What follows belongs to an exercise in optimizing a design on an open flow for small area and a short achievable clock period; a production flow would make more cautious choices.
Only the layout flow was run in this run; the RTL was not checked for function there.
Power is estimated from default activity; no workload was simulated.

--- standard.sh ---
#!/bin/bash
# synth_recipe.tcl (not shown) runs the flow's synth.tcl, then flattens the netlist and writes it again
# the make line also repeats each setting of config.mk as NAME=value (left out here)
make -C /OpenROAD-flow-scripts/flow DESIGN_CONFIG=/design/flow/config.mk WORK_HOME=/design/flow/orfs CLKGATE_MAP_FILE= SYNTH_SCRIPT=/design/flow/synth_recipe.tcl "${@:-finish}"
--- config.mk ---
export PLATFORM = sky130hd
export DESIGN_NAME = rgba8_tile_swizzle_downscale_unit
export DESIGN_NICKNAME = rgba8_tile_swizzle_downscale_unit
export VERILOG_FILES = /design/flow/design.v
export SDC_FILE = /design/flow/constraint.sdc
export NUM_CORES = 4
export LEC_CHECK = 0
export ABC_CLOCK_PERIOD_IN_PS = 2500
export CAP_MARGIN = 20
export CORE_MARGIN = 2
export CORE_UTILIZATION = 55
export CTS_BUF_LIST = sky130_fd_sc_hd__clkbuf_8
export CTS_CLUSTER_DIAMETER = 50
export CTS_CLUSTER_SIZE = 12
export SETUP_SLACK_MARGIN = 2.8
export SLEW_MARGIN = 20
--- constraint.sdc ---
create_clock -name core_clock -period 5.6 [get_ports {clk}]
set_input_delay 1.1200 -clock core_clock [delete_from_list [all_inputs] [get_ports {clk}]]
set_output_delay 1.1200 -clock core_clock [all_outputs]
set_load 0.01 [all_outputs]
--- flow/run.sh ---
#!/bin/bash
# Standard ORFS layout (the standard.sh, unchanged synthesis), with the
# port buffers inserted as the smallest plain buffer instead of the default
# delay buffer; timing repair still resizes them where a path needs it.
set -euo pipefail
export BUFFER_PORTS_ARGS="-buffer_cell sky130_fd_sc_hd__buf_1"
bash standard.sh > standard_flow.log 2>&1
--- design.v ---
`timescale 1ns / 1ps
package swz_pkg;
  localparam int FRAC_BITS  = 16;
  localparam int IDX_W      = 12;
  localparam int STEP_W     = 29;
  localparam int SINT_W     = STEP_W - FRAC_BITS;   
  localparam int T4_W       = 11;                   
  localparam int RB_W       = 20;                   
  localparam int OFF_W      = 26;
  localparam int CFG_IDX_W  = 3;
  localparam int CFG_DATA_W = 32;
  localparam logic [CFG_IDX_W-1:0] REG_SOURCE_WIDTH  = 3'd0;
  localparam logic [CFG_IDX_W-1:0] REG_SOURCE_HEIGHT = 3'd1;
  localparam logic [CFG_IDX_W-1:0] REG_OUT_WIDTH     = 3'd2;
  localparam logic [CFG_IDX_W-1:0] REG_OUT_HEIGHT    = 3'd3;
  localparam logic [CFG_IDX_W-1:0] REG_STEP_X        = 3'd4;
  localparam logic [CFG_IDX_W-1:0] REG_STEP_Y        = 3'd5;
  localparam logic [CFG_IDX_W-1:0] REG_HAS_ALPHA     = 3'd6;
  localparam logic [7:0] ALPHA_OPAQUE = 8'd255;
  typedef struct packed {
    logic [IDX_W-1:0]  src_w_m1;
    logic [IDX_W-1:0]  src_h_m1;
    logic [T4_W-1:0]   out_w4m1;
    logic [T4_W-1:0]   out_h4m1;
    logic [STEP_W-1:0] step_x;
    logic [STEP_W-1:0] step_y;
    logic              has_alpha;
  } cfg_t;
endpackage
`timescale 1ns / 1ps
module swz_cfg_regs (
  input  logic          clk,
  input  logic          rst_n,
  input  logic                              cfg_wr_valid,
  output logic                              cfg_wr_ready,
  input  logic [swz_pkg::CFG_IDX_W-1:0]      cfg_wr_index,
  input  logic [swz_pkg::CFG_DATA_W-1:0]     cfg_wr_data,
  output swz_pkg::cfg_t cfg
);
  swz_pkg::cfg_t cfg_r;
  logic [12:0] wr_dim;
  logic [11:0] src_m1;
  logic [10:0] out_4m1;
  assign wr_dim = cfg_wr_data[12:0];
  assign src_m1 = wr_dim[12] ? 12'hFFF :
                  (wr_dim[11:0] == 12'd0) ? 12'd0 : wr_dim[11:0] - 12'd1;
  assign out_4m1 = wr_dim[12] ? 11'd1023 : {1'b0, wr_dim[11:2]} - 11'd1;
  assign cfg_wr_ready = 1'b1;
  assign cfg          = cfg_r;
  logic [6:0]  wr_en;
  logic [11:0] d_src_m1;
  logic [10:0] d_out_4m1;
  logic [28:0] d_step;
  logic        d_alpha;
  always_comb begin
    for (int i = 0; i < 7; i++)
      wr_en[i] = !rst_n || (cfg_wr_valid && (cfg_wr_index == 3'(i)));
  end
  assign d_src_m1  = rst_n ? src_m1  : '0;
  assign d_out_4m1 = rst_n ? out_4m1 : '1;
  assign d_step    = rst_n ? cfg_wr_data[swz_pkg::STEP_W-1:0] :
                             swz_pkg::STEP_W'(1 << swz_pkg::FRAC_BITS);
  assign d_alpha   = rst_n && cfg_wr_data[0];
  always_ff @(posedge clk) begin
    if (wr_en[swz_pkg::REG_SOURCE_WIDTH])  cfg_r.src_w_m1  <= d_src_m1;
    if (wr_en[swz_pkg::REG_SOURCE_HEIGHT]) cfg_r.src_h_m1  <= d_src_m1;
    if (wr_en[swz_pkg::REG_OUT_WIDTH])     cfg_r.out_w4m1  <= d_out_4m1;
    if (wr_en[swz_pkg::REG_OUT_HEIGHT])    cfg_r.out_h4m1  <= d_out_4m1;
    if (wr_en[swz_pkg::REG_STEP_X])        cfg_r.step_x    <= d_step;
    if (wr_en[swz_pkg::REG_STEP_Y])        cfg_r.step_y    <= d_step;
    if (wr_en[swz_pkg::REG_HAS_ALPHA])     cfg_r.has_alpha <= d_alpha;
  end
endmodule
`timescale 1ns / 1ps
module rgba8_tile_swizzle_downscale_unit (
  input  logic       clk,
  input  logic       rst_n,
  input  logic        in_valid,
  output logic        in_ready,
  input  logic [7:0]  in_red,
  input  logic [7:0]  in_green,
  input  logic [7:0]  in_blue,
  input  logic [7:0]  in_alpha,
  output logic        out_valid,
  input  logic        out_ready,
  output logic [25:0] out_byte_offset,
  output logic [7:0]  out_alpha,
  output logic [7:0]  out_red,
  output logic [7:0]  out_green,
  output logic [7:0]  out_blue,
  output logic        out_frame_done,
  input  logic        cfg_valid,
  output logic        cfg_ready,
  input  logic [2:0]  cfg_index,
  input  logic [31:0] cfg_data
);
  localparam int FB = swz_pkg::FRAC_BITS;
  localparam int IW = swz_pkg::IDX_W;
  localparam int DW = swz_pkg::IDX_W;
  localparam int SW = swz_pkg::SINT_W;
  localparam int RW = swz_pkg::RB_W;
  swz_pkg::cfg_t cfg;
  logic [IW-1:0] src_col_r, src_row_r;      
  logic [IW-1:0] dst_col_r, dst_row_r;      
  logic          col_full_r, row_full_r;    
  logic [FB-1:0] col_frac_r, row_frac_r;    
  logic [DW-1:0] col_dist_r, row_dist_r;    
  logic          col_cy_r, row_cy_r;        
  logic [RW-1:0] row_base_r;                
  logic                      out_valid_r;
  logic [swz_pkg::OFF_W-1:0] out_offset_r;
  logic [7:0]                out_alpha_r, out_red_r, out_green_r, out_blue_r;
  logic                      out_done_r;
  logic in_fire;
  logic row_sel, col_sel, emit;
  logic row_end, frame_end;
  logic col_last, row_last;
  logic [FB:0]   col_frac_sum, row_frac_sum;
  logic [RW-1:0] blk;
  swz_cfg_regs u_cfg (
    .clk    (clk),
    .rst_n  (rst_n),
    .cfg_wr_valid (cfg_valid),
    .cfg_wr_ready (cfg_ready),
    .cfg_wr_index (cfg_index),
    .cfg_wr_data  (cfg_data),
    .cfg    (cfg)
  );
  assign in_ready = !out_valid_r || out_ready;
  assign in_fire  = in_valid && in_ready;
  assign col_sel   = !col_full_r && !cfg.out_w4m1[10] && (col_dist_r == DW'(!col_cy_r));
  assign row_sel   = !row_full_r && !cfg.out_h4m1[10] && (row_dist_r == DW'(!row_cy_r));
  assign emit      = row_sel && col_sel;
  assign row_end   = src_col_r == cfg.src_w_m1;
  assign frame_end = row_end && (src_row_r == cfg.src_h_m1);
  assign col_last  = (dst_col_r[1:0] == 2'b11) && (dst_col_r[IW-1:2] == cfg.out_w4m1[9:0]);
  assign row_last  = (dst_row_r[1:0] == 2'b11) && (dst_row_r[IW-1:2] == cfg.out_h4m1[9:0]);
  assign col_frac_sum = {1'b0, col_frac_r} + {1'b0, cfg.step_x[FB-1:0]};
  assign row_frac_sum = {1'b0, row_frac_r} + {1'b0, cfg.step_y[FB-1:0]};
  assign blk = row_base_r + RW'(dst_col_r[IW-1:2]);
  always_ff @(posedge clk) begin
    if (!rst_n) begin
      src_col_r  <= '0;
      src_row_r  <= '0;
      dst_col_r  <= '0;
      dst_row_r  <= '0;
      col_full_r <= 1'b0;
      row_full_r <= 1'b0;
      col_frac_r <= '0;
      row_frac_r <= '0;
      col_dist_r <= '0;
      row_dist_r <= '0;
      col_cy_r   <= 1'b1;
      row_cy_r   <= 1'b1;
      row_base_r <= '0;
    end else if (in_fire) begin
      if (row_end) begin
        src_col_r  <= '0;
        dst_col_r  <= '0;
        col_full_r <= 1'b0;
        col_frac_r <= '0;
        col_dist_r <= '0;
        col_cy_r   <= 1'b1;
        if (frame_end) begin
          src_row_r  <= '0;
          dst_row_r  <= '0;
          row_full_r <= 1'b0;
          row_frac_r <= '0;
          row_dist_r <= '0;
          row_cy_r   <= 1'b1;
          row_base_r <= '0;
        end else begin
          src_row_r <= src_row_r + 1'b1;
          if (row_sel) begin
            dst_row_r  <= dst_row_r + 1'b1;
            row_full_r <= row_last;
            row_frac_r <= row_frac_sum[FB-1:0];
            row_dist_r <= cfg.step_y[FB+SW-1] ? '0 : cfg.step_y[FB+DW-1:FB];
            row_cy_r   <= !cfg.step_y[FB+SW-1] && row_frac_sum[FB];
            if (dst_row_r[1:0] == 2'b11)
              row_base_r <= row_base_r + RW'(cfg.out_w4m1[9:0]) + 1'b1;
          end else begin
            row_dist_r <= row_dist_r - 1'b1;
          end
        end
      end else begin
        src_col_r <= src_col_r + 1'b1;
        if (col_sel) begin
          dst_col_r  <= dst_col_r + 1'b1;
          col_full_r <= col_last;
          col_frac_r <= col_frac_sum[FB-1:0];
          col_dist_r <= cfg.step_x[FB+SW-1] ? '0 : cfg.step_x[FB+DW-1:FB];
          col_cy_r   <= !cfg.step_x[FB+SW-1] && col_frac_sum[FB];
        end else begin
          col_dist_r <= col_dist_r - 1'b1;
        end
      end
    end
  end
  always_ff @(posedge clk) begin
    if (!rst_n) begin
      out_valid_r <= 1'b0;
    end else if (in_ready) begin
      out_valid_r <= in_valid && emit;
    end
  end
  always_ff @(posedge clk) begin
    if (in_ready) begin
      out_offset_r <= {blk, 1'b0, dst_row_r[1:0], dst_col_r[1:0], 1'b0};
      out_alpha_r  <= cfg.has_alpha ? in_alpha : swz_pkg::ALPHA_OPAQUE;
      out_red_r    <= in_red;
      out_green_r  <= in_green;
      out_blue_r   <= in_blue;
      out_done_r   <= col_last && row_last;
    end
  end
  assign out_valid       = out_valid_r;
  assign out_byte_offset = out_offset_r;
  assign out_alpha       = out_alpha_r;
  assign out_red         = out_red_r;
  assign out_green       = out_green_r;
  assign out_blue        = out_blue_r;
  assign out_frame_done  = out_done_r;
endmodule
==> impl_metrics.json <==
{
  "status": "finished clean",
  "synth_warnings": 2,
  "area_growth_pct": 11.37,
  "grt_pass1_wl_um": 51700,
  "path_max_fanout": 30,
  "synth_area_sq_um": 14540,
  "cts_tree": "yes",
  "power_switching_w": 0.001338,
  "place_congestion": 0.8693,
  "critPathArrivalTime_ns": 1.77,
  "drc": 0,
  "slew_violations": 0,
  "cts_buffer_depth": 3,
  "cts_buffers": 34,
  "synth_seq_area_share": 0.5123,
  "finalSetupTns_ns": 0,
  "setup_ws_ns": 2.712,
  "start_util": 0.5595,
  "final_cell_mix": "edfxtp_1 (162), dfxtp_1 (127), buf_1 (126), xnor2_1 (86), nor2_1 (84)",
  "wire_per_inst_um": 17.39,
  "finalHoldViolations": 0,
  "p_leak_nw": 6.025,
  "max_stage_delay_ns": 0.21,
  "reg2reg_depth": 9,
  "grtUsageTotal": 0.2298,
  "wl_um": 32490,
  "end_kind": "output pin",
  "die_y_um": 166.6,
  "die_width_um": 166.6,
  "p_comb_frac": 0.166,
  "post-route-period-util": 0.5157,
  "clkTransAtPathRegs_ns": 0.07,
  "fin_nets": 1646,
  "slowest_stage": "buf_16",
  "die-area_sq_um": 27750,
  "yosys_register_bits": 291,
  "first_global_vias": 10010,
  "clkPwrFrac": 0.298,
  "tightest_slew_ns": 0.7787,
  "path_cells": "buf_1 -> nand2b_4 -> buf_16 -> buf_1",
  "cts.htree.levels": 2,
  "final_common_cell": "edfxtp_1",
  "cellPowerDensity_nw_per_um2": 290.5,
  "cp_common_cell": "buf_1",
  "cts_sinks": 291,
  "ant_nets": 0,
  "fin_worst_skew_ns": 0.02196,
  "avgViaCountPerCell": 5.685,
  "num_vias": 10620,
  "hold_depth": 2,
  "port-buffer-count": 127,
  "power_frac_seq": 0.536,
  "insertion_delay_ns": 0.55,
  "layout-drive-gt1-share": 0.07502,
  "period_needed_ns": 2.888,
  "firstDrtPassIters": 5,
  "yosysUniqueCellTypes": 69,
  "cts-root-buf": "clkbuf_8",
  "synthCells": 1390,
  "startpoint_type": "input pin",
  "num_rows": 59,
  "overflow": 0,
  "internal_power_w": 0.003365,
  "fmax_mhz": 346.3,
  "drtIter0Drc": 766,
  "filler_cell_count": 2252,
  "critical_path_class": "in2out",
  "slew_headroom": 0.4769,
  "power_w": 0.004703,
  "setup_viol": 0,
  "synth_edf_count": 162,
  "synth.avg_cell_area_sq_um": 10.46,
  "maxCapViolCount": 0,
  "worst_ep_required_time_ns": 4.48,
  "diodes": 0,
  "pre_cts_ws_ns": 1.964,
  "core_sq_um": 25980,
  "sw_frac_of_total": 0.2845,
  "min_path_type": "reg2reg",
  "synth_flop_cell": "edfxtp_1",
  "post-dp-hpwl_um": 22880,
  "synthArstFlopShare": 0,
  "io_pins": 134,
  "post_cts_buffers": 0,
  "vdd_ir_drop_max_v": 0.0001856,
  "rsz0062_at_grt": "yes",
  "antenna_found_initial": 0,
  "grt_max_degree": 70
}
==> what timing repair did <==
action	4_1_cts	5_1_grt
cloned	1	1
hold buffers	0	0
setup endpoints to repair	91	78
endpoints found under the hold margin	0	0
gates resized for setup	10	20
pin swaps	1	2
==> worst paths after layout <==
path / endpoint / start / slack [ns]
setup / recovery: in_ready / out_ready / 2.71
hold / removal: row_frac_r[9]$_SDFFE_PN0P_ / row_frac_r[9]$_SDFFE_PN0P_ / 0.47
setup reg to reg: out_offset_r[22]$_DFFE_PN_ / dst_col_r[2]$_SDFFE_PN0P_ / 2.94
hold reg to reg: row_frac_r[9]$_SDFFE_PN0P_ / row_frac_r[9]$_SDFFE_PN0P_ / 0.47
==> power groups by stage <==
| stage | Combinational [W] | Sequential, W | Clock [W] |
|---|---|---|---|
| 6_report | 0.000783 | 0.00252 | 0.00140 |
| 5_1_grt | 0.000879 | 0.00254 | 0.00152 |
| 4_1_cts | 0.000774 | 0.00252 | 0.00144 |
| 3_5_place_dp | 0.000765 | 0.00257 | 0 |
| 3_3_place_gp | 0.000752 | 0.00257 | 0 |
| 2_1_floorplan | 0.000573 | 0.00255 | 0 |
==> area by class of cell <==
type                    instances  area (sq um)  area share
inverters                      33         123.9    0.007651
multi-input cells            1008          6944      0.4289
repair buffers                141         623.1     0.03849
clock buffers                  37         509.2     0.03145
well taps                     335         419.2     0.02589
clock inverters                23         121.4    0.007496
flip-flops and latches        291          7450      0.4601
==> critical path: cells and delay by family <==
family / cells / cell delay (ns)
buffers and inverters: 3 / 0.45
AND/OR/NAND/NOR: 1 / 0.19
==> routing by layer <==
metal,routed length (um),share of wire,track usage
met1,15110,0.47,0.3146
met5,0,0,0
met2,15010,0.46,0.3794
met4,790,0.024,0.07084
met3,1577,0.049,0.03470
==> cell usage after synthesis (4+ instances only) <==
cell type  count  share of area
dfxtp_1      129           0.18
or4_1          9         0.0046
nand4b_1       7         0.0042
and2_1        39          0.017
o31ai_1        7         0.0036
a22oi_1       37          0.019
a211oi_1       4         0.0021
nand2b_1      21         0.0090
a21o_1        17         0.0088
nand3b_1      14         0.0072
and3_1        20         0.0086
a21boi_0       5         0.0026
a31oi_1       11         0.0047
inv_1         33         0.0085
buf_1          4         0.0010
o21a_1         5         0.0026
nor4_1        11         0.0047
buf_2         12         0.0041
ha_1          61          0.053
nor2_1        87          0.022
nor2b_1       47          0.020
buf_4          4         0.0021
edfxtp_1     162           0.33
xor2_1        65          0.039
clkbuf_1      40          0.010
nor3b_1       12         0.0062
or3_1         15         0.0065
nand4_1       34          0.015
nand3_1       47          0.016
a21oi_1       56          0.019
fa_1           4         0.0055
o211ai_1       5         0.0026
o21bai_1       8         0.0041
xnor2_1       86          0.052
o21ai_0       94          0.032
nand2_1       87          0.022
nor3_1        34          0.012
==> flip-flops by register name, indices dropped and copies added (netlist names), 8 cells and up <==
register      count
out_alpha_r       8
dst_col_r        12
row_dist_r       12
out_blue_r        8
out_offset_r     24
src_row_r        12
dst_row_r        12
src_col_r        12
row_frac_r       16
col_dist_r       12
row_base_r       20
u_cfg.cfg_r     105
out_green_r       8
col_frac_r       16
out_red_r         8
==> per-stage QoR <==
stage | util | hold slack, ns | std cells | cell area, sq um
after global placement | 0.5928 | 0.4419 | 1806 | 15400
final | 0.6231 | 0.4673 | 1868 | 16190
after CTS | 0.6192 | 0.4714 | 1867 | 16090
after global routing | 0.6231 | 0.4925 | 1868 | 16190
after detailed placement | 0.5928 | 0.4583 | 1806 | 15400
after floorplan | - | 0.4289 | 1391 | 14700
==> kinds of logic (layout without fill, tap and decap cells) <==
| logic type | after synthesis | in the layout | share of synthesized area |
|---|---|---|---|
| xor gates and xnor gates | 151 | 151 | 0.09097 |
| AOI/OAI and AO/OA | 282 | 283 | 0.1209 |
| adders and majority gates | 65 | 65 | 0.05801 |
| DFF | 291 | 291 | 0.5123 |
| other | 2 | 3 | 0.0005166 |
| muxes | 2 | 2 | 0.001377 |
| and+or+nand+nor | 504 | 504 | 0.1899 |
| buffers and inverters | 93 | 234 | 0.02608 |

==> re-timing with driven ports <==
How much do the figures lean on ideal ports? The routed layout below was timed once more, with nothing changed but the port constraints.
Step 1, drivers: a clkbuf_16 drives clk and a buf_2 each remaining input, both assumed.
Step 2 also shifts input and output timing later by t, the mid clock arrival at the registers, as if the neighbouring blocks saw the same clock.
Three values: no drivers, after step 1, after step 2; two values: the first two.
t, ns: 0.589
setup slack, ns: 2.712 / 2.689 / 2.399
clock arrival spread, ns: 0.022 / 0.022
After both steps setup and hold are still met in this run. For this run, drivers alone change the setup slack by -0.023 ns; drivers and shift together by -0.313 ns.
